Source: an optimization exercise on an open RTL-to-GDS flow (aim: small area, a short achievable clock period and few clock cycles per item). Production flows keep margins and buffers that such runs may drop.
Only simulation tests tie the RTL to the original design; equivalence was not proved.
Power and IR drop assume default switching activity.

## v4
Design mult_pipe_mac, start of the top module:
module mult_pipe_mac #(
  parameter int AW    = 18,
  parameter int BW    = 18,
  parameter int LAT   = 3,
  parameter int GUARD = 8
) (
  input  logic                   clk,
  input  logic                   rst,
  input  logic                   in_valid,
  output logic                   in_ready,
  input  logic [AW-1:0]          in_a,
  input  logic [BW-1:0]          in_b,
  input  logic                   in_signed,
  input  logic [1:0]             in_mode,
  output logic                   out_valid,
  input  logic                   out_ready,
  output logic [AW+BW+GUARD-1:0] out_data,
  output logic                   out_ovf
);
Settings: LEC_CHECK=0, CAP_MARGIN=20, CORE_MARGIN=2, CORE_UTILIZATION=45, GPL_ROUTABILITY_DRIVEN=0, PLACE_DENSITY=0.7, SETUP_SLACK_MARGIN=4.1, SLEW_MARGIN=20, SYNTH_HIERARCHICAL=1; clock period 8.0 ns.
standard.sh (not shown) runs the stock make flow with config.mk's settings and CLKGATE_MAP_FILE= SYNTH_SCRIPT=/design/flow/synth_recipe.tcl, a recipe that flattens the netlist after the stock synthesis.
==> flow/flow/run.sh <==
#!/bin/bash
set -euo pipefail
W=$PWD
RES=$W/orfs/results/$FLOW_PLATFORM/mult_pipe_mac/base
export BUFFER_PORTS_ARGS="-buffer_cell sky130_fd_sc_hd__buf_2"
bash standard.sh synth > synth.log 2>&1
sed -i 's/\bsky130_fd_sc_hd__a22oi_2\b/sky130_fd_sc_hd__a22oi_1/' "$RES/1_2_yosys.v"
touch "$RES/1_2_yosys.v"
grep -c 'sky130_fd_sc_hd__a22oi_1' "$RES/1_2_yosys.v" > downsize.log 2>&1 || true
bash standard.sh finish > layout.log 2>&1
Testbench counts of v4, summed over its fixed seeds: cycles 32,024, items 32,000.
Edits applied to the flow inputs when going from v4 to v40:
- CORE_UTILIZATION: 45 -> 50
- PLACE_DENSITY: 0.7 -> 0.75
==> summary.txt <==
Cell area on v40 is down relative to v4. Against v4, v40 comes in 3.9 points higher on met2 track demand over resource in global routing. Routed wire in v40 totals less than in v4. Relative to v4, growth of design area from synthesis to finish has decreased by 0.74 points in v40.
diff inputs: v40 => v29
- swapping 4.1 for 4.5 in SETUP_SLACK_MARGIN
- clearing GPL_ROUTABILITY_DRIVEN, which used to be 0
- swapping 50 for 40 in CORE_UTILIZATION
- clearing PLACE_DENSITY, which used to be 0.75
==> flow/run.sh (new file) <==
#!/bin/bash
# synth_recipe.tcl (not shown) runs the flow's synth.tcl, then flattens the netlist and writes it again
# the make line also repeats each setting of config.mk as NAME=value (left out here)
make -C /OpenROAD-flow-scripts/flow DESIGN_CONFIG=/design/flow/config.mk WORK_HOME=/design/flow/orfs CLKGATE_MAP_FILE= SYNTH_SCRIPT=/design/flow/synth_recipe.tcl finish
removed: flow/flow/run.sh
removed: flow/standard.sh
- | power per cell area | v29 vs v40 | ≈ equal |
- Going from v40 to v29, the minimum clock period after layout was found to have gone down by 3.3 ps.
- Looking only at combinational power, and setting everything else aside, the higher value of v40 and v29 goes to v29.
- Taking v29 as 1.0, v40 lands at 0.915 on HPWL after detailed placement.
- Diff v40 -> v29: non-clock buffer instance count of the final layout rose by about 17%; aggregate routed wire length rose by about 13%; via count fell by 0.54%.
- Summary of v29 over v40: combined area of all synthesized cells saw an increase; global-route wire length before repair rose 8.3 mm.
- Min post-layout worst setup margin across v40 and v29: v40
What v32 does differently from v29 at the input level:
- CORE_UTILIZATION: 40 -> 50
- CTS_BUF_LIST: unset -> sky130_fd_sc_hd__clkbuf_4 sky130_fd_sc_hd__clkbuf_8
- PLACE_DENSITY: unset -> 0.75
- SETUP_SLACK_MARGIN: 4.5 -> 4.1
==> flow/flow/run.sh (new file) <==
#!/bin/bash
set -euo pipefail
W=$PWD
RES=$W/orfs/results/$FLOW_PLATFORM/mult_pipe_mac/base
export BUFFER_PORTS_ARGS="-buffer_cell sky130_fd_sc_hd__buf_2"
bash standard.sh synth > synth.log 2>&1
sed -i 's/\bsky130_fd_sc_hd__a22oi_2\b/sky130_fd_sc_hd__a22oi_1/' "$RES/1_2_yosys.v"
touch "$RES/1_2_yosys.v"
grep -c 'sky130_fd_sc_hd__a22oi_1' "$RES/1_2_yosys.v" > downsize.log 2>&1 || true
bash standard.sh finish > layout.log 2>&1
==> flow/standard.sh (new file) <==
#!/bin/bash
# synth_recipe.tcl (not shown) runs the flow's synth.tcl, then flattens the netlist and writes it again
# the make line also repeats each setting of config.mk as NAME=value (left out here)
make -C /OpenROAD-flow-scripts/flow DESIGN_CONFIG=/design/flow/config.mk WORK_HOME=/design/flow/orfs CLKGATE_MAP_FILE= SYNTH_SCRIPT=/design/flow/synth_recipe.tcl "${@:-finish}"
removed: flow/run.sh
[summary]
Re number of iterations in the first detailed-routing pass: v29 was lower than v32.
The number of rows created at floorplan reported for v32 is smaller than that of v29 by about 13%.
Going from v29 to v32, the number of antenna violations at the first check in global routing was found to have gone down by 1.
Lower worst endpoint required time among v29 and v32: v29
Master of the slowest instance on the critical path = edfxtp_1: v32; master of the slowest instance on the critical path = fa_1: v29
Clock-buffer cell count, v32 vs v29: up by more than a quarter
The final critical path time including I/O delays and setup in v32 sits 100 ps above the value recorded for v29.
cs0_r[20] as the endpoint of the worst setup timing path was reported by v32, and out_ovf_r by v29.
Across both runs, total vias in the final route was lower for v32 than for v29.
On clock network area share: between v29 and v32, it ends up higher for v32.
Per the comparison of v32 with v29, total wire length after detailed routing shrank by about 11%, overall routing resource usage grew by 3.7 points.
Overall power (v32 over v29): decrease, about 14%

## lane 1
mult_pipe_mac, a different RTL version from the one above (not shown whole).
For scale: ~1500 cells after synthesis, ~220 flip-flops, roughly 90 I/O pins, ~0.018 mm2 of cells after synthesis.
clock: 8.0 ns
lec_check: 0
cap_margin: 20
core_margin: 2
core_utilization: 40
setup_slack_margin: 3.5
slew_margin: 20
synth_hierarchical: 1
run.sh (not shown) runs the stock make flow with config.mk's settings and CLKGATE_MAP_FILE= SYNTH_SCRIPT=/design/flow/synth_recipe.tcl, a recipe that flattens the netlist after the stock synthesis.
Stock flow here: none of the scripts above is used.
Testbench counts of lane 1, summed over its fixed seeds: cycles 32,024, items 32,000.
The following lists how lane 2 was set up differently from lane 1:
Settings: SETUP_SLACK_MARGIN now 4.4, was 3.5.
### Flow results
Looking only at post-route clock period utilization, and setting everything else aside, the lower value of lane 2 and lane 1 goes to lane 2.
In the flow results for lane 2 and lane 1, the number of filler instances in the final layout is larger on lane 1.
Relative to lane 1, number of cells on the critical path increased by 11 in lane 2.
Changes observed in lane 2 relative to lane 1: flip-flop and latch share of the layout cell area shows a reduction of 3.1 points; final setup slack of the worst path shows an increase of 360 ps; total power shows an increase of about 20%.

mult_pipe_mac with an RTL version that a note above also has.
Size in the first run: ~1500 cells after synthesis, ~0.018 mm^2 of cells after synthesis.
==> flow/config.mk <==
export PLATFORM = sky130hd
export DESIGN_NAME = mult_pipe_mac
export DESIGN_NICKNAME = mult_pipe_mac
export VERILOG_FILES = /design/flow/design.v
export SDC_FILE = /design/flow/constraint.sdc
export NUM_CORES = 4
export LEC_CHECK = 0
export CAP_MARGIN = 20
export CORE_MARGIN = 2
export CORE_UTILIZATION = 40
export SETUP_SLACK_MARGIN = 4.1
export SLEW_MARGIN = 20
export SYNTH_HIERARCHICAL = 1
==> flow/constraint.sdc <==
create_clock -name core_clock -period 8.0 [get_ports {clk}]
set_input_delay 1.6000 -clock core_clock [delete_from_list [all_inputs] [get_ports {clk}]]
set_output_delay 1.6000 -clock core_clock [all_outputs]
set_load 0.01 [all_outputs]
standard.sh (not shown) runs the stock make flow with config.mk's settings and CLKGATE_MAP_FILE= SYNTH_SCRIPT=/design/flow/synth_recipe.tcl, a recipe that flattens the netlist after the stock synthesis.
==> flow/flow/run.sh <==
#!/bin/bash
set -euo pipefail
W=$PWD
RES=$W/orfs/results/$FLOW_PLATFORM/mult_pipe_mac/base
export BUFFER_PORTS_ARGS="-buffer_cell sky130_fd_sc_hd__buf_2"
bash standard.sh synth > synth.log 2>&1
sed -i 's/\bsky130_fd_sc_hd__a22oi_2\b/sky130_fd_sc_hd__a22oi_1/' "$RES/1_2_yosys.v"
touch "$RES/1_2_yosys.v"
grep -c 'sky130_fd_sc_hd__a22oi_1' "$RES/1_2_yosys.v" > downsize.log 2>&1 || true
bash standard.sh finish > layout.log 2>&1
The first run completed with no timing, DRC or antenna violations.
Testbench counts at the start, summed over its fixed seeds: cycles 32,024, items 32,000.
Edit:
CORE_UTILIZATION = 50   (was 40)
PLACE_DENSITY = 0.75   (was not set)
Result:
- cell count came out lower by a few percent
- synthesized area is unchanged
- combinational power drops by a few percent
- via count is about the same
- clock power came out lower by a little under a tenth
- utilization rose by 10 points
- die area went down by about a fifth
- maximum frequency goes up by a few percent
- critical path depth decreases by 7
- first-iteration DRC count falls by roughly a tenth
- clock-buffer cell count fell by 2
Edit:
==> flow/run.sh (new file) <==
#!/bin/bash
# synth_recipe.tcl (not shown) runs the flow's synth.tcl, then flattens the netlist and writes it again
# the make line also repeats each setting of config.mk as NAME=value (left out here)
make -C /OpenROAD-flow-scripts/flow DESIGN_CONFIG=/design/flow/config.mk WORK_HOME=/design/flow/orfs CLKGATE_MAP_FILE= SYNTH_SCRIPT=/design/flow/synth_recipe.tcl finish
CORE_UTILIZATION = 60   (was 50)
PLACE_DENSITY = not set   (was 0.75)
SETUP_SLACK_MARGIN = 4.3   (was 4.1)
removed: flow/flow/run.sh
removed: flow/standard.sh
=> Clock power fell by about 6%; maximum frequency rose by 2.0%; global-route usage goes up by 3.0 points; non-clock buffer count came out higher by 26.
Edit:
CORE_UTILIZATION = 40   (was 60)
SETUP_SLACK_MARGIN = 4.1   (was 4.3)
Result: Global-route usage goes down by 7.9 points; die area goes up by 49%; fmax goes down by 2.3%; utilization goes down by 27 points; via count goes down by 5.2%; final area goes down by 3.4%; worst setup slack is worse by 88 ps.
Edit:
==> flow/flow/run.sh (new file) <==
#!/bin/bash
set -euo pipefail
W=$PWD
RES=$W/orfs/results/$FLOW_PLATFORM/mult_pipe_mac/base
export BUFFER_PORTS_ARGS="-buffer_cell sky130_fd_sc_hd__buf_2"
bash standard.sh synth > synth.log 2>&1
sed -i 's/\bsky130_fd_sc_hd__a22oi_2\b/sky130_fd_sc_hd__a22oi_1/' "$RES/1_2_yosys.v"
touch "$RES/1_2_yosys.v"
grep -c 'sky130_fd_sc_hd__a22oi_1' "$RES/1_2_yosys.v" > downsize.log 2>&1 || true
bash standard.sh finish > layout.log 2>&1
==> flow/standard.sh (new file) <==
#!/bin/bash
# synth_recipe.tcl (not shown) runs the flow's synth.tcl, then flattens the netlist and writes it again
# the make line also repeats each setting of config.mk as NAME=value (left out here)
make -C /OpenROAD-flow-scripts/flow DESIGN_CONFIG=/design/flow/config.mk WORK_HOME=/design/flow/orfs CLKGATE_MAP_FILE= SYNTH_SCRIPT=/design/flow/synth_recipe.tcl "${@:-finish}"
CORE_UTILIZATION = 50   (was 40)
PLACE_DENSITY = 0.75   (was not set)
SETUP_SLACK_MARGIN = 3.8   (was 4.1)
removed: flow/run.sh
=> The new run passed the timing, DRC and antenna checks; setup slack got worse by 230 ps; synthesized area decreases by 5.4%; non-clock buffer count decreases by 34; routed wire length decreases by 7.4%; via count increases by 1.4%; core utilization increases by 7.8 points; count of clock-buffer cells in the layout increases by 1; combinational power decreases by 16%.
Edit:
CORE_UTILIZATION = 60   (was 50)
PLACE_DENSITY = 0.85   (was 0.75)
SETUP_SLACK_MARGIN = 4.1   (was 3.8)
=>
- The new run finished with timing, DRC and antenna clean
- die area falls by 16%
- global-route usage rises by 6.3 points
- core utilization rises by 15 points
- count of clock-buffer cells in the layout does not change

== v19 ==
RTL: one of the versions met above, not the one the previous note started from.
For scale: roughly 1500 cells after synthesis, about 90 I/O pins, about 0.018 mm² of cells after synthesis.
make LEC_CHECK=0 CAP_MARGIN=20 CORE_MARGIN=2 CORE_UTILIZATION=40 SETUP_SLACK_MARGIN=4.8 SLEW_MARGIN=20 SYNTH_HIERARCHICAL=1 finish   # period 8.0 ns
run.sh (not shown) runs the stock make flow with config.mk's settings and CLKGATE_MAP_FILE= SYNTH_SCRIPT=/design/flow/synth_recipe.tcl, a recipe that flattens the netlist after the stock synthesis.
Stock flow here: none of the scripts above is used.
Testbench counts of v19, summed over its fixed seeds: cycles 32,024, items 32,000.
## Diff of input files: v25 against v19
# v19
export LEC_CHECK = 0
export CAP_MARGIN = 20
export CORE_MARGIN = 2
export CORE_UTILIZATION = 40
export SETUP_SLACK_MARGIN = 4.8
export SLEW_MARGIN = 20
export SYNTH_HIERARCHICAL = 1
create_clock -name core_clock -period 8.0 [get_ports {clk}]
# v25
export LEC_CHECK = 0
export CAP_MARGIN = 20
export CORE_MARGIN = 2
export CORE_UTILIZATION = 40
export SETUP_SLACK_MARGIN = 4.0
export SLEW_MARGIN = 20
export SYNTH_HIERARCHICAL = 1
create_clock -name core_clock -period 8.0 [get_ports {clk}]
## What came out
- Row total of clock buffers placed in the layout: v25 higher / v19 lower
- When v25 is measured against v19, its met3 usage in global routing turns out 0.42 points lower.
- When v25 is measured against v19, its number of nets in the layout turns out about 4% lower.
- When v25 is measured against v19, its clock skew turns out 0.0095 ns lower.
- The number of signal-net inverters in the final layout on v25 is in line with that on v19.
- Between v25 and v19, the share of the clock period used by the worst path does not differ in any meaningful way.
- Met1 layer usage reported by global route | v25 below v19

[what the ideal ports hide]
Ports are ideal in the flow. The routed layouts listed here were re-timed in OpenROAD.
Step 1 (the two cells are an assumption about what drives the block):
set clk [get_ports {clk}]
set_driving_cell -lib_cell sky130_fd_sc_hd__clkbuf_16 $clk
set_driving_cell -lib_cell sky130_fd_sc_hd__buf_2 [delete_from_list [all_inputs] $clk]
Step 2 also shifts input and output timing later by t, the mid clock arrival at the registers, as if the neighbouring blocks saw the same clock.
Three values: ideal ports, drivers, drivers and shift; two values: the first two.
run	t, ns	slack for setup (ns)	worst setup path after step 2	worst register clock-pin slew, ns
v4	0.569	4.036 / 4.036 / 4.007	input to register	0.06 / 0.06
v40	0.563	4.133 / 4.133 / 3.984	input to register	0.06 / 0.06
v29	0.579	4.136 / 4.136 / 4.136	register to register	0.06 / 0.06
v32	0.600	4.032 / 4.032 / 3.924	input to register	0.07 / 0.07
lane 1	0.579	3.665 / 3.638 / 3.638	input to output	0.06 / 0.06
lane 2	0.601	4.025 / 4.025 / 4.025	register to register	0.07 / 0.07
the first run of note 3	0.592	3.981 / 3.981 / 3.981	register to register	0.07 / 0.07
the second run of note 3	0.569	4.103 / 4.103 / 3.892	input to register	0.06 / 0.06
the third run of note 3	0.589	4.178 / 4.178 / 4.090	input to register	0.07 / 0.07
the fourth run of note 3	0.568	4.090 / 4.090 / 3.979	input to register	0.07 / 0.07
the fifth run of note 3	0.567	3.859 / 3.859 / 3.859	register to register	0.07 / 0.07
the sixth run of note 3	0.579	4.057 / 4.057 / 4.057	register to register	0.07 / 0.07
v19	0.587	4.013 / 4.013 / 4.013	register to register	0.07 / 0.07
v25	0.593	4.023 / 4.011 / 3.993	input to register	0.06 / 0.06
After both steps setup and hold are still met in every run listed. For the second run of note 3, which loses most, drivers alone change the setup slack by 0.000 ns; drivers and shift together by -0.211 ns.
